From an optimization exercise on the open Yosys and OpenROAD flow, aimed at small area and a short achievable clock period; shortcuts taken in it are not production practice. The RTL was checked by simulation tests, not by an equivalence proof against the original design. Power and IR drop assume default switching activity.

## cedar
// gbuf_link_top
module gbuf_link_top (
    input  wire logic                              clk,
    input  wire logic                              rst_n,
    input  wire logic                              clear,
    input  wire logic                              cfg_req,
    output logic                                   link_req,
    output logic [3:0]                             link_sel,
    output logic                                   link_upload,
    output logic                                   link_done,
    input  wire logic                              link_in_valid,
    input  wire logic [15:0]                 link_in_data,
    output logic                                   link_out_valid,
    output logic [15:0]                      link_out_data,
    output logic                                   cfg_valid,
    output logic [15:0]                      cfg_word,
    input  wire logic [3:0]           core_rd,
    output logic [3:0]                core_rd_valid,
    output logic [63:0]         core_rd_data,
    input  wire logic [1:0]          core_wr,
    input  wire logic [31:0]   core_wr_data,
    output logic [41:0]             level
);
clock: 5.0 ns
lec_check: 0
cap_margin: 20
core_margin: 2
core_utilization: 42
cts_cluster_diameter: 80
cts_cluster_size: 26
setup_slack_margin: 2.2
slew_margin: 20
standard.sh (not shown) runs the stock make flow with config.mk's settings and CLKGATE_MAP_FILE= SYNTH_SCRIPT=/design/flow/synth_recipe.tcl, a recipe that flattens the netlist after the stock synthesis.
==> flow/flow/run.sh <==
#!/bin/bash
# The standard layout (standard.sh, all steps), except that the port buffers are
# buf_4 cells: left to itself, buffer_ports picks a delay cell on this platform,
# which then sits on every path from an input or to an output.
# The full output of the layout goes to standard.log in the work folder; ORFS keeps
# each step's own log under orfs/logs.
set -euo pipefail
cd "$(dirname "$0")/.."
export BUFFER_PORTS_ARGS="-buffer_cell sky130_fd_sc_hd__buf_4"
bash standard.sh > standard.log 2>&1
The flow did not stop early for cedar: all stages ran, and the layout cleared the timing, DRC and antenna checks.
Input changes introduced in maple (baseline for comparison: cedar):
Settings: CORE_UTILIZATION: 42 -> 50.
==> flow/run.sh (new file) <==
#!/bin/bash
# synth_recipe.tcl (not shown) runs the flow's synth.tcl, then flattens the netlist and writes it again
# the make line also repeats each setting of config.mk as NAME=value (left out here)
make -C /OpenROAD-flow-scripts/flow DESIGN_CONFIG=/design/flow/config.mk WORK_HOME=/design/flow/orfs CLKGATE_MAP_FILE= SYNTH_SCRIPT=/design/flow/synth_recipe.tcl finish
removed: flow/flow/run.sh
removed: flow/standard.sh
==> comparison <==
Area used by multi-input combinational logic, maple and cedar, lower one = maple.
Against cedar, maple reports a part of the power in combinational logic that is higher.
On first-pass GRT wire length, the higher figure sits with maple, not cedar.
Critical path depth, maple and cedar: smaller value in cedar
Going from cedar to maple, the largest net degree at the start of global routing was found to have gone up by about 1.2%.
Going from cedar to maple, total length of routed wires higher, hold slack has decreased, overall power lower.

========
## main
Another version of the RTL of gbuf_link_top (not shown whole).
For scale: about 13000 cells after synthesis, roughly 210 I/O pins.
Design gbuf_link_top, start of the top module:
module gbuf_link_top (
    input  wire logic                              clk,
    input  wire logic                              rst_n,
    input  wire logic                              clear,
    input  wire logic                              cfg_req,
    output logic                                   link_req,
    output logic [3:0]                             link_sel,
    output logic                                   link_upload,
    output logic                                   link_done,
    input  wire logic                              link_in_valid,
    input  wire logic [15:0]                 link_in_data,
    output logic                                   link_out_valid,
    output logic [15:0]                      link_out_data,
    output logic                                   cfg_valid,
    output logic [15:0]                      cfg_word,
    input  wire logic [3:0]           core_rd,
    output logic [3:0]                core_rd_valid,
    output logic [63:0]         core_rd_data,
    input  wire logic [1:0]          core_wr,
    input  wire logic [31:0]   core_wr_data,
  ...
Settings: LEC_CHECK=0, CAP_MARGIN=20, CORE_MARGIN=2, CORE_UTILIZATION=42, CTS_CLUSTER_DIAMETER=80, CTS_CLUSTER_SIZE=26, SETUP_SLACK_MARGIN=2.2, SLEW_MARGIN=20; clock period 5.0 ns.
run.sh (not shown) runs the stock make flow with config.mk's settings and CLKGATE_MAP_FILE= SYNTH_SCRIPT=/design/flow/synth_recipe.tcl, a recipe that flattens the netlist after the stock synthesis.
Stock flow here: none of the scripts above is used.
#### Input delta (the feature branch over main)
diff --git a/flow/config.mk b/flow/config.mk
--- a/flow/config.mk
+++ b/flow/config.mk
@@ -8,5 +8,5 @@
 export CAP_MARGIN = 20
 export CORE_MARGIN = 2
-export CORE_UTILIZATION = 42
+export CORE_UTILIZATION = 50
 export CTS_CLUSTER_DIAMETER = 80
 export CTS_CLUSTER_SIZE = 26
--- outcome ---
Changes observed in the feature branch relative to main: design area shows a reduction of about 1.3%; area after detailed placement shows a reduction of about 0.8%; worst-case vdd ir drop shows a reduction of 0.099 mV.

[what the ideal ports hide]
The flow's constraints put no driver on any port. The routed layouts listed below were extracted and timed again, unchanged, in two steps.
Step 1 sets driving cells, clkbuf_16 on the clock port and buf_2 on the other inputs (assumed; they add their load-dependent delay and slew).
Step 2, shift: input delay + t, output delay - t, t = (earliest + latest rising clock arrival at the registers) / 2. This alone moves slack from input paths to output paths.
Slacks: no drivers / after step 1 / after step 2; pairs: no drivers / after step 1.
run	t (ns)	slack for setup (ns)	worst setup path after step 2	latest minus earliest clock arrival (ns)	cell pins on the clock port's net
cedar	1.115	2.119 / 2.045 / 1.270	input to register	0.099 / 0.098	1
maple	1.095	2.137 / 2.071 / 1.189	input to register	0.085 / 0.086	1
main	1.121	2.092 / 1.915 / 1.168	input to register	0.125 / 0.125	1
the feature branch	1.102	2.096 / 1.901 / 1.109	input to register	0.104 / 0.104	1
After both steps every run listed still meets setup and hold. The setup slack of the feature branch, which loses most, moves by -0.195 ns with the drivers and by -0.987 ns with both steps.
